This is an optimization exercise on Yosys and OpenROAD, whose aim is small area and a short achievable clock period, not a production implementation.
Function was checked by simulation only, so behaviour that the tests miss may differ from the original.
Power is estimated from default activity; no workload was simulated.

==> flow/design.v <==
package inst_queue_pkg;
    localparam int INST_W      = 32;
    localparam int PC_W        = 32;
    localparam int GROUP_W     = 128;
    localparam int FETCH_WIDTH = 4;
    function automatic int slot_lsb(input int slot);
        slot_lsb = GROUP_W - INST_W * (slot + 1);
    endfunction
    function automatic int slot_valid_bit(input int slot);
        slot_valid_bit = FETCH_WIDTH - 1 - slot;
    endfunction
    typedef struct packed {
        logic [PC_W-1:0]   pc;
        logic [INST_W-1:0] inst;
    } entry_t;
endpackage
import inst_queue_pkg::*;
module inst_compact
(
    input  logic [GROUP_W-1:0]     group,
    input  logic [FETCH_WIDTH-1:0] mask,
    input  logic [PC_W-1:0]        group_pc,
    input  logic [3:0]             start0_oh,
    input  logic [3:0]             start1_oh,
    input  logic                   next_ready,
    output logic [FETCH_WIDTH*(PC_W+INST_W)-1:0] lanes,
    output logic [4:0]             n_oh
);
    localparam int E_W = PC_W + INST_W;
    logic [3:0]  v;                     
    logic [15:0] item_sel;              
    logic [PC_W-1:4] pc_hi, pc_hi_inc;
    logic [3:0][1:0] mid_s;             
    logic [3:0]  cy_s;                  
    assign v = {mask[0], mask[1], mask[2], mask[3]};
    assign item_sel[0]  = v[0];
    assign item_sel[1]  = v[1] & ~v[0];
    assign item_sel[2]  = v[2] & ~v[1] & ~v[0];
    assign item_sel[3]  = v[3] & ~v[2] & ~v[1] & ~v[0];
    assign item_sel[4]  = 1'b0;
    assign item_sel[5]  = v[1] & v[0];
    assign item_sel[6]  = (v[2] & v[1] & ~v[0]) | (v[2] & ~v[1] & v[0]);
    assign item_sel[7]  = (v[3] & v[2] & ~v[1] & ~v[0]) | (v[3] & ~v[2] & v[1] & ~v[0])
                        | (v[3] & ~v[2] & ~v[1] & v[0]);
    assign item_sel[8]  = 1'b0;
    assign item_sel[9]  = 1'b0;
    assign item_sel[10] = v[2] & v[1] & v[0];
    assign item_sel[11] = (v[3] & v[2] & v[1] & ~v[0]) | (v[3] & v[2] & ~v[1] & v[0])
                        | (v[3] & ~v[2] & v[1] & v[0]);
    assign item_sel[12] = 1'b0;
    assign item_sel[13] = 1'b0;
    assign item_sel[14] = 1'b0;
    assign item_sel[15] = v[3] & v[2] & v[1] & v[0];
    assign n_oh[0] = ~v[3] & ~v[2] & ~v[1] & ~v[0];
    assign n_oh[1] = item_sel[0] & ~v[1] & ~v[2] & ~v[3] | item_sel[1] & ~v[2] & ~v[3]
                   | item_sel[2] & ~v[3] | item_sel[3];
    assign n_oh[2] = item_sel[5] & ~v[2] & ~v[3] | item_sel[6] & ~v[3] | item_sel[7];
    assign n_oh[3] = item_sel[10] & ~v[3] | item_sel[11];
    assign n_oh[4] = item_sel[15];
    assign pc_hi = group_pc[PC_W-1:4];
    for (genvar b = 4; b < PC_W; b++) begin : g_inc
        if (b == 4) begin : g_lsb
            assign pc_hi_inc[b] = ~pc_hi[b];
        end else begin : g_bit
            assign pc_hi_inc[b] = pc_hi[b] ^ (&pc_hi[b-1:4]);
        end
    end
    assign mid_s[0] = group_pc[3:2];
    assign mid_s[1] = {group_pc[3] ^ group_pc[2], ~group_pc[2]};
    assign mid_s[2] = {~group_pc[3], group_pc[2]};
    assign mid_s[3] = {~(group_pc[3] ^ group_pc[2]), ~group_pc[2]};
    assign cy_s     = {group_pc[3] | group_pc[2], group_pc[3], group_pc[3] & group_pc[2], 1'b0};
    for (genvar r = 0; r < 4; r++) begin : g_lane
        logic [3:0]        sel, sel0, sel1;
        logic [1:0]        mid;
        logic              cy;
        logic [INST_W-1:0] inst;
        assign sel0 = ({4{start0_oh[0]}} & item_sel[4*((r + 4 - 0) % 4) +: 4])
                    | ({4{start0_oh[1]}} & item_sel[4*((r + 4 - 1) % 4) +: 4])
                    | ({4{start0_oh[2]}} & item_sel[4*((r + 4 - 2) % 4) +: 4])
                    | ({4{start0_oh[3]}} & item_sel[4*((r + 4 - 3) % 4) +: 4]);
        assign sel1 = ({4{start1_oh[0]}} & item_sel[4*((r + 4 - 0) % 4) +: 4])
                    | ({4{start1_oh[1]}} & item_sel[4*((r + 4 - 1) % 4) +: 4])
                    | ({4{start1_oh[2]}} & item_sel[4*((r + 4 - 2) % 4) +: 4])
                    | ({4{start1_oh[3]}} & item_sel[4*((r + 4 - 3) % 4) +: 4]);
        assign sel  = next_ready ? sel1 : sel0;
        assign mid  = ({2{sel[0]}} & mid_s[0]) | ({2{sel[1]}} & mid_s[1])
                    | ({2{sel[2]}} & mid_s[2]) | ({2{sel[3]}} & mid_s[3]);
        assign cy   = (sel[1] & cy_s[1]) | (sel[2] & cy_s[2]) | (sel[3] & cy_s[3]);
        assign inst = ({INST_W{sel[0]}} & group[GROUP_W-1 -: INST_W])
                    | ({INST_W{sel[1]}} & group[GROUP_W-1-INST_W -: INST_W])
                    | ({INST_W{sel[2]}} & group[GROUP_W-1-2*INST_W -: INST_W])
                    | ({INST_W{sel[3]}} & group[GROUP_W-1-3*INST_W -: INST_W]);
        assign lanes[r*E_W +: E_W] = {(cy ? pc_hi_inc : pc_hi), mid, group_pc[1:0], inst};
    end
endmodule
import inst_queue_pkg::*;
module inst_queue
#(
    parameter int DEPTH = 16,
    parameter int DEQ_W = 2
) (
    input  logic                  clk,
    input  logic                  rst,
    input  logic                  flush,
    input  logic [PC_W-1:0]       group_pc,
    input  logic [GROUP_W-1:0]    inst_group,
    input  logic [FETCH_WIDTH-1:0] inst_group_valid,
    input  logic                  pre_valid,
    output logic                  out_ready,
    output logic [DEQ_W*INST_W-1:0] deq_inst,
    output logic [DEQ_W*PC_W-1:0] deq_pc,
    output logic [DEQ_W-1:0]      deq_valid,
    input  logic                  next_ready
);
    localparam int E_W = PC_W + INST_W;
    logic [E_W-1:0]   q [DEPTH];         
    logic [DEPTH:1]   th_q, th_d;        
    logic [3:0]       nm4_q, nm4_d;      
    logic [3:0]       nm4r_q, nm4r_d;    
    logic             ordy_q, ordy_d;    
    logic [1:0]       dv_q, dv_d;        
    logic [FETCH_WIDTH*E_W-1:0] lanes;
    logic [4:0]       n_oh;              
    logic [4:0]       add_oh;            
    logic [DEPTH:1]   base;              
    logic [3:0]       start_oh;          
    assign out_ready = ordy_q;
    assign deq_valid = dv_q;
    assign base     = next_ready ? {2'b0, th_q[DEPTH:3]} : th_q;
    assign start_oh = next_ready ? nm4r_q : nm4_q;
    inst_compact u_compact (
        .group    (inst_group),
        .mask     (inst_group_valid),
        .group_pc (group_pc),
        .start0_oh  (nm4_q),
        .start1_oh  (nm4r_q),
        .next_ready (next_ready),
        .lanes    (lanes),
        .n_oh     (n_oh)
    );
    assign add_oh = (pre_valid && ordy_q) ? n_oh : 5'b00001;
    always_comb begin
        th_d = '0;
        for (int a = 0; a < 5; a++) begin
            if (add_oh[a]) th_d = th_d | (DEPTH'(base) << a) | DEPTH'((1 << a) - 1);
        end
        nm4_d = '0;
        for (int a = 0; a < 4; a++) begin
            if (add_oh[a]) nm4_d = nm4_d | 4'((start_oh << a) | (start_oh >> (4 - a)));
        end
        if (add_oh[4]) nm4_d = nm4_d | start_oh;
        if (flush) begin
            th_d  = '0;
            nm4_d = 4'b0001;
        end
        nm4r_d = th_d[2] ? {nm4_d[1:0], nm4_d[3:2]} : 4'b0001;
        ordy_d = !th_d[13];
        dv_d   = th_d[2:1];
    end
    always_ff @(posedge clk or negedge rst) begin
        if (!rst) begin
            th_q   <= '0;
            nm4_q  <= 4'b0001;
            nm4r_q <= 4'b0001;
            ordy_q <= 1'b1;
            dv_q   <= '0;
        end else begin
            th_q   <= th_d;
            nm4_q  <= nm4_d;
            nm4r_q <= nm4r_d;
            ordy_q <= ordy_d;
            dv_q   <= dv_d;
        end
    end
    for (genvar i = 0; i < DEPTH; i++) begin : g_q
        logic hold, shift, load;
        logic [E_W-1:0] nxt;
        assign hold  = !next_ready && th_q[i + 1];
        if (i + 3 <= DEPTH) begin : g_sh
            assign shift = next_ready && th_q[i + 3];
            assign nxt   = ({E_W{hold}} & q[i]) | ({E_W{shift}} & q[i + 2])
                         | ({E_W{load}} & lanes[(i % 4) * E_W +: E_W]);
        end else begin : g_nsh
            assign shift = 1'b0;
            assign nxt   = ({E_W{hold}} & q[i]) | ({E_W{load}} & lanes[(i % 4) * E_W +: E_W]);
        end
        assign load = !hold && !shift;
        always_ff @(posedge clk) begin
            q[i] <= nxt;
        end
    end
    assign deq_inst[INST_W-1:0]        = q[0][INST_W-1:0];
    assign deq_pc[PC_W-1:0]            = q[0][E_W-1:INST_W];
    assign deq_inst[2*INST_W-1:INST_W] = q[1][INST_W-1:0];
    assign deq_pc[2*PC_W-1:PC_W]       = q[1][E_W-1:INST_W];
endmodule
==> flow/flow/run.sh <==
#!/bin/bash
# Standard ORFS layout with a few layout knobs changed on make's command line:
# sizing may change a cell's footprint, ports get plain buffers, and the
# clock tree gets no dummy loads and larger sink clusters. Synthesis is the standard one, run alone.
set -euo pipefail
bash standard.sh synth > synth.log 2>&1
bash standard.sh \
  MATCH_CELL_FOOTPRINT=0 \
  "BUFFER_PORTS_ARGS=-buffer_cell sky130_fd_sc_hd__buf_2" \
  "CTS_ARGS=-sink_clustering_enable -repair_clock_nets -dont_use_dummy_load -sink_clustering_size 25 -sink_clustering_max_diameter 80" \
  finish > layout.log 2>&1
==> flow/standard.sh <==
#!/bin/bash
# synth_recipe.tcl (not shown) runs the flow's synth.tcl, then flattens the netlist and writes it again
# the make line also repeats each setting of config.mk as NAME=value (left out here)
make -C /OpenROAD-flow-scripts/flow DESIGN_CONFIG=/design/flow/config.mk WORK_HOME=/design/flow/orfs CLKGATE_MAP_FILE= SYNTH_SCRIPT=/design/flow/synth_recipe.tcl "${@:-finish}"
==> flow/config.mk <==
export PLATFORM = sky130hd
export DESIGN_NAME = inst_queue
export DESIGN_NICKNAME = inst_queue
export VERILOG_FILES = /design/flow/design.v
export SDC_FILE = /design/flow/constraint.sdc
export NUM_CORES = 4
export LEC_CHECK = 0
export CAP_MARGIN = 20
export CORE_MARGIN = 2
export CORE_UTILIZATION = 50
export PLACE_DENSITY = 0.65
export SETUP_SLACK_MARGIN = 3.5
export SLEW_MARGIN = 20
export TNS_END_PERCENT = 0
==> flow/constraint.sdc <==
create_clock -name core_clock -period 6.0 [get_ports {clk}]
set_input_delay 1.2000 -clock core_clock [delete_from_list [all_inputs] [get_ports {clk}]]
set_output_delay 1.2000 -clock core_clock [all_outputs]
set_load 0.01 [all_outputs]
==> results of run 1 <==
## through the flow
step	power (W)	setup WS, ns	utilization, %	instance area [sq um]
2_1_floorplan	0.009634	2.996	-	43770
3_3_place_gp	0.01050	1.348	52.93	45780
3_5_place_dp	0.01054	1.253	52.94	45780
4_1_cts	0.01441	3.293	57.43	49670
5_1_grt	0.01500	3.126	57.89	50070
6_report	0.01458	3.119	57.91	50090
## cells by family after synthesis
kind of cell | synth area share, %
muxes | 0.9994
AOI/OAI and AO/OA | 36.60
adders and majority gates | 0.2016
buffers and inverters | 5.236
DFF | 51.59
and+or+nand+nor | 3.332
xor gates and xnor gates | 2.045
## path summary, 6_finish.rpt
path | endpoint | slack [ns] | depth (start not counted)
hold / removal | q[12][62]$_DFF_P_ | 0.45 | 2
setup reg to reg | register | 3.33 | 10
setup / recovery | register | 3.12 | 12
min in group asynchronous | th_q[12]$_DFF_PN0_ | 0.56 | 1
max in group asynchronous | th_q[13]$_DFF_PN0_ | 4.99 | 1
hold reg to reg | q[12][62]$_DFF_P_ | 0.45 | 2
## synth_stat cells, drive strengths merged, types with 5 or more instances
cell | instances | share of area [%]
a221oi | 132 | 4.4
o2111ai | 8 | 0.27
nor4 | 7 | 0.14
nor2 | 43 | 0.43
dfxtp | 896 | 41
a21o | 14 | 0.24
a21oi | 60 | 0.70
dfrtp | 22 | 1.3
a211oi | 5 | 0.098
a31oi | 10 | 0.28
ha | 7 | 0.20
edfxtp | 128 | 8.8
o211ai | 6 | 0.13
and2 | 57 | 0.82
a32o | 128 | 2.9
inv | 134 | 1.2
nor2b | 19 | 0.27
nand3 | 15 | 0.20
mux2i | 28 | 0.65
a222oi | 12 | 0.28
o21ai | 922 | 11
mux2 | 5 | 0.15
xnor2 | 41 | 1.0
nor3 | 13 | 0.16
or2 | 15 | 0.22
xor2 | 51 | 1.0
buf | 84 | 1.1
a22oi | 885 | 15
clkbuf | 343 | 3.0
nand2 | 85 | 0.75
a22o | 31 | 0.62
## repair_timing
action,CTS,global route
cloned,14,3
pin swaps,33,12
setup endpoints to repair,1171,1074
resized for setup,271,19
setup buffers,82,23
## cell usage in the layout, fill, tap and decap left out, types with 37 or more instances in the layout
master     synthesis  layout
a21oi_1           59      58
a221oi_2         120      84
a221oi_4           0      44
a22oi_1          882     881
a32o_1           128     128
and2_1            57      40
buf_2             48     282
buf_4             13     143
clkbuf_16          0      57
dfxtp_1          896     896
edfxtp_1         128     128
inv_1            134     131
nand2_1           83      81
o21ai_0          729     728
o21ai_1          182     174
xor2_1            51      37
## worst register-to-register path, delay by kind of cell (launching register included)
kind                   cells  cell delay (ns)
and+or+nand+nor            1             0.22
AOI/OAI and AO/OA          2             0.27
buffers and inverters      5             0.66
muxes                      2             0.73
DFF                        1             0.53
## layout make-up
cell class	instances	area (sq um)	share of cell area, %
diodes	12	30.03	0.05996
well taps	1155	1445	2.885
inverters	138	525.5	1.049
multi-input cells	2651	20570	41.08
clock buffers	49	1226	2.448
flip-flops and latches	1049	22410	44.74
repair buffers	504	3874	7.734
## per-layer routing
layer | part of all wire, % | routed length (um)
met5 | 0.030 | 54
met4 | 5.5 | 9903
met3 | 13 | 22850
met2 | 43 | 76560
met1 | 39 | 69390
## power by group
| part | switching [W] | total (W) | internal (W) |
|---|---|---|---|
| Clock | 0.00224 | 0.00371 | 0.00146 |
| Combinational | 0.00150 | 0.00235 | 0.000854 |
| Sequential | 0.000534 | 0.00852 | 0.00798 |
| Total | 0.00427 | 0.0146 | 0.0103 |
==> results.toml, run 1 <==
[sta]
tightest_slew_ns = 1.188
slew_headroom_pct = 20.79
finalHoldViolCount = 0
hold_slack_ns = 0.4455
finalCritPeriodShare_pct = 48.01
rsz0062_at_grt = "yes"
finalSetupViolCount = 0
fin_skew_ns = 0.05081
finalSetupTns_ns = 0
final.min_clock_period_ns = 2.881
max_freq_ghz = 0.3471
final_max_slew_viol_count = 0

[placement]
dp_cells = 5374
numPortBuffers = 299
hpwl_mm = 100.9
place_congestion = 0.9212

[synth]
syn_area_sq_um = 43440
yosysSeqAreaShare_pct = 51.59
syn_inst = 4256
synthFlopType = "dfxtp_1"
synth_cell_types = 80
synth_seq_cells = 1049
syn_nets = 4432
synth_edf_count = 128
syn_area_per_cell_sq_um = 10.21
yosys_warnings = 2
synthArstFlopShare_pct = 2.383

[job]
max-cap-violations = 0

[cells_and_area]
drive_above_1_share_pct = 20.97
area_delta_synth_final_pct = 15.29
layout.cells.non_filler = 5558
nFillCells = 7526
nets = 4569

[die]
dieArea_sq_um = 89260
rows = 108
die_h_um = 298.8
core_area_sq_um = 86480
initial_core_util_pct = 50.23
fp.dieW_um = 298.8
ioPinCount = 300

[cts]
clockBufferDepth = 3
cts_root_buf = "clkbuf_16"
cts_tree = "built"
cts_sinks = 1049
clkLatencyLatePin_ns = 0.66
htree_levels = 2
numCtsBuffers = 49
clkTransAtPathRegs_ns = 0.10
cts_hold_repair.buffers = 0

[worst_setup_path]
startpoint = "inst_group_valid[1]"
slowest_delay_ns = 0.43
r2r_start = "nm4r_q[3]$_DFF_PN0_"
crit_required_ns = 6.37
worstPathCellList = "buf_16 -> buf_16 -> nor4b_4 -> buf_4 -> a22oi_2 -> buf_6 -> buf_4 -> nand3_4 -> buf_12 -> buf_4 -> a211oi_1 -> a21oi_1"
critical_path_class = "in -> reg"
path_buf_inv = 7
cp_top_family = "buffers and inverters"
path_common_cell = "buf_4"
worstSetupEndpointType = "register"
cp.arrival_ns = 3.25
slowest_stage = "a21oi_1"
cp-start-kind = "input pin"
path_max_fanout = 7

[detailed_routing]
via_per_inst = 7.171
drc_errors = 0
wl_mm = 178.8
wire_per_inst_um = 32.16
drtIter0Drc = 6169
antenna_left = 0
dr_total_vias = 39860
first_pass_iters = 10

[worst_hold_path]
hp-class = "reg -> reg"

[global_route]
grt_busiest_layer = "met2"
grt_first_pass_wirelength_mm = 257.9
grt_overflow_total = 0
grt_pass1_vias = 37590
met3_usage_pct = 8.942
met1_usage_pct = 52.67
antenna_found_initial = 19
grt_max_degree = 79
grt.total_usage_pct = 38.31
use_met2_pct = 57.00

[power_and_ir_drop]
ir_drop_mv = 0.2000
leakage_nw = 17.93
powerDensity_nw_per_um2 = 291.0

[status]
status = "no timing/DRC/antenna violations"
==> inputs of run 2 (changes only) <==
--- a/flow/config.mk
+++ b/flow/config.mk
@@ -7,8 +7,8 @@
 export LEC_CHECK = 0
 export CAP_MARGIN = 20
 export CORE_MARGIN = 2
-export CORE_UTILIZATION = 50
-export PLACE_DENSITY = 0.65
+export CORE_UTILIZATION = 55
+export PLACE_DENSITY = 0.64
 export SETUP_SLACK_MARGIN = 3.5
 export SLEW_MARGIN = 20
 export TNS_END_PERCENT = 0
==> results.toml, run 2 <==
[worst_setup_path]
worstSetupEndpointType = "register"
slowest_delay_ns = 0.39
worstPathCellList = "buf_16 -> mux2_4 -> buf_4 -> o2111ai_2 -> a31oi_4 -> buf_8 -> nor2_4 -> buf_12 -> mux2i_4 -> o21ai_0"
cp-start-kind = "input pin"
cp.arrival_ns = 3.25
critical_path_class = "in -> reg"
crit_required_ns = 6.48
path_max_fanout = 13
slowest_stage = "mux2_4"

[die]
ioPinCount = 300
rows = 103
die_h_um = 285.0
core_area_sq_um = 78610
initial_core_util_pct = 55.26
fp.dieW_um = 285.0
dieArea_sq_um = 81250

[status]
status = "no timing/DRC/antenna violations"

[synth]
synthArstFlopShare_pct = 2.383
yosysTopAreaCellShare_pct = 41.29
synthFlopType = "dfxtp_1"
syn_nets = 4432
syn_area_per_cell_sq_um = 10.21
yosys_warnings = 2
syn_inst = 4256
synth_seq_cells = 1049
synth_edf_count = 128
yosysMostFrequentCell = "dfxtp_1"
yosys-top-cells-count = "896 x dfxtp_1, 882 x a22oi_1, 729 x o21ai_0, 343 x clkbuf_1, 182 x o21ai_1"
syn_area_sq_um = 43440
yosysSeqAreaShare_pct = 51.59
synth_cell_types = 80
synthTopCellsByArea = "dfxtp_1 41%, a22oi_1 15%, edfxtp_1 8.8%"
yosys.area.top_type = "dfxtp_1"

[detailed_routing]
drc_errors = 0
drtIter0Drc = 5540
via_per_inst = 7.315
wire_per_inst_um = 33.25
wl_mm = 182.7
first_pass_iters = 12
dr_total_vias = 40200
antenna_left = 0

[global_route]
grt.total_usage_pct = 43.19
grt_max_degree = 66
grt_first_pass_wirelength_mm = 261.9
grt_overflow_total = 0
grt_pass1_vias = 37870
antenna_found_initial = 19

[cts]
cts_sinks = 1049
htree_levels = 2
clockBufferDepth = 3
clkTransAtPathRegs_ns = 0.10
clkLatencyLatePin_ns = 0.66
numCtsBuffers = 50
cts_root_buf = "clkbuf_16"
cts_tree = "built"

[sta]
max_freq_ghz = 0.3606
slew_headroom_pct = 21.68
final_max_slew_viol_count = 0
fin_skew_ns = 0.03489
finalSetupViolCount = 0
finalHoldViolCount = 0
finalCritPeriodShare_pct = 46.22
finalSetupTns_ns = 0
rsz0062_at_grt = "yes"
hold_slack_ns = 0.4606
tightest_slew_ns = 1.175
final.min_clock_period_ns = 2.773

[cells_and_area]
drive_above_1_share_pct = 22.47
area_delta_synth_final_pct = 17.36
layout.cells.non_filler = 5495
mostFrequentLayoutCells = "896 x dfxtp_1, 881 x a22oi_1, 724 x o21ai_0, 281 x buf_2, 172 x o21ai_1"
nets = 4610
final_common_cell = "dfxtp_1"
nFillCells = 6428

[worst_hold_path]
hp-class = "reg -> reg"

[power_and_ir_drop]
leakage_nw = 18.32
powerDensity_nw_per_um2 = 288.9
ir_drop_mv = 0.2519

[placement]
place_congestion = 0.8994
hpwl_mm = 100.3
numPortBuffers = 299
dp_cells = 5273

[job]
max-cap-violations = 0
## run 2: cell counts after synthesis
Identical to the previous run, type by type.
## run 2: metal layers
metal / GRT usage (%) / part of all wire (%)
met5: 0 / 0.033
met2: 63.62 / 43
met3: 11.67 / 13
met1: 58.52 / 38
met4: 21.60 / 5.5
## run 2: layout make-up
cell class / count / area (sq um) / area share [%]
clock buffers: 50 / 1251 / 2.454
well taps: 1050 / 1314 / 2.577
repair buffers: 534 / 4158 / 8.155
inverters: 138 / 528.0 / 1.036
multi-input cells: 2660 / 21280 / 41.75
diodes: 13 / 32.53 / 0.06381
repair inverters: 1 / 5.005 / 0.009817
flip-flops and latches: 1049 / 22410 / 43.96
## run 2: cell families after synthesis
group,share of synthesized area (%)
and+or+nand+nor,3.332
buffers and inverters,5.236
muxes,0.9994
DFF,51.59
xor gates and xnor gates,2.045
AOI/OAI and AO/OA,36.60
adders and majority gates,0.2016
## run 2: timing repair
item,in CTS,in global routing
buffers inserted,105,24
pin swaps,45,30
hold buffers,0,0
resized for setup,283,104
endpoints found under the setup margin,1183,1071
gates cloned,27,2
## run 2: worst paths after layout
path	startpoint	to	slack, ns	cells past startpoint
min in group asynchronous	rst	th_q[8]$_DFF_PN0_	0.55	1
worst min register to register	register	q[12][41]$_DFF_P_	0.46	2
worst max-delay path	next_ready	q[12][38]$_DFF_P_	3.23	10
worst max register to register	nm4_q[0]$_DFF_PN1_	register	3.38	9
max in group asynchronous	rst	th_q[4]$_DFF_PN0_	5.00	1
worst min-delay path	register	q[12][41]$_DFF_P_	0.46	2
## run 2: power breakdown
group / internal [W] / leakage (nW) / switching [W]
clock network: 0.00149 / 0.616 / 0.00226
logic: 0.000917 / 8.42 / 0.00154
registers: 0.00798 / 9.28 / 0.000531
total: 0.0104 / 18.3 / 0.00433
## run 2: through the flow
stage	setup slack [ns]	area (sq um)	power [W]	util (%)
6_report	3.227	50980	0.01473	64.85
5_1_grt	3.234	50970	0.01515	64.83
4_1_cts	3.321	50000	0.01448	63.60
3_5_place_dp	1.321	45690	0.01053	58.12
3_3_place_gp	1.365	45680	0.01050	58.11
2_1_floorplan	2.996	43770	0.009634	-
## run 2: critical path: cells and delay by family
kind / cells / cell delay (ns)
compound gates: 3 / 0.50
simple gates: 1 / 0.10
buf+inv: 4 / 0.71
mux: 2 / 0.68

[static timing again, ports no longer ideal]
The results above use ideal ports. As a check the final layouts listed here were re-extracted and re-timed, cells and wires unchanged.
Step 1: set_driving_cell puts a clkbuf_16 on clk and a buf_2 on each other input, an assumption about the parent block.
Step 2, shift: input delay + t, output delay - t, t = (earliest + latest rising clock arrival at the registers) / 2. This alone moves slack from input paths to output paths.
Slacks: ideal ports / drivers / drivers and shift; pairs: ideal ports / drivers.
| run | t, ns | setup WS [ns] | clock arrival spread, ns | worst register clock-pin slew, ns |
|---|---|---|---|---|
| run 1 | 0.707 | 3.119 / 2.948 / 2.241 | 0.053 / 0.053 | 0.10 / 0.10 |
| run 2 | 0.720 | 3.227 / 3.140 / 2.420 | 0.043 / 0.043 | 0.11 / 0.11 |
After both steps setup and hold are still met in every run listed. For run 1, which loses most, drivers alone change the setup slack by -0.171 ns; drivers and shift together by -0.878 ns.
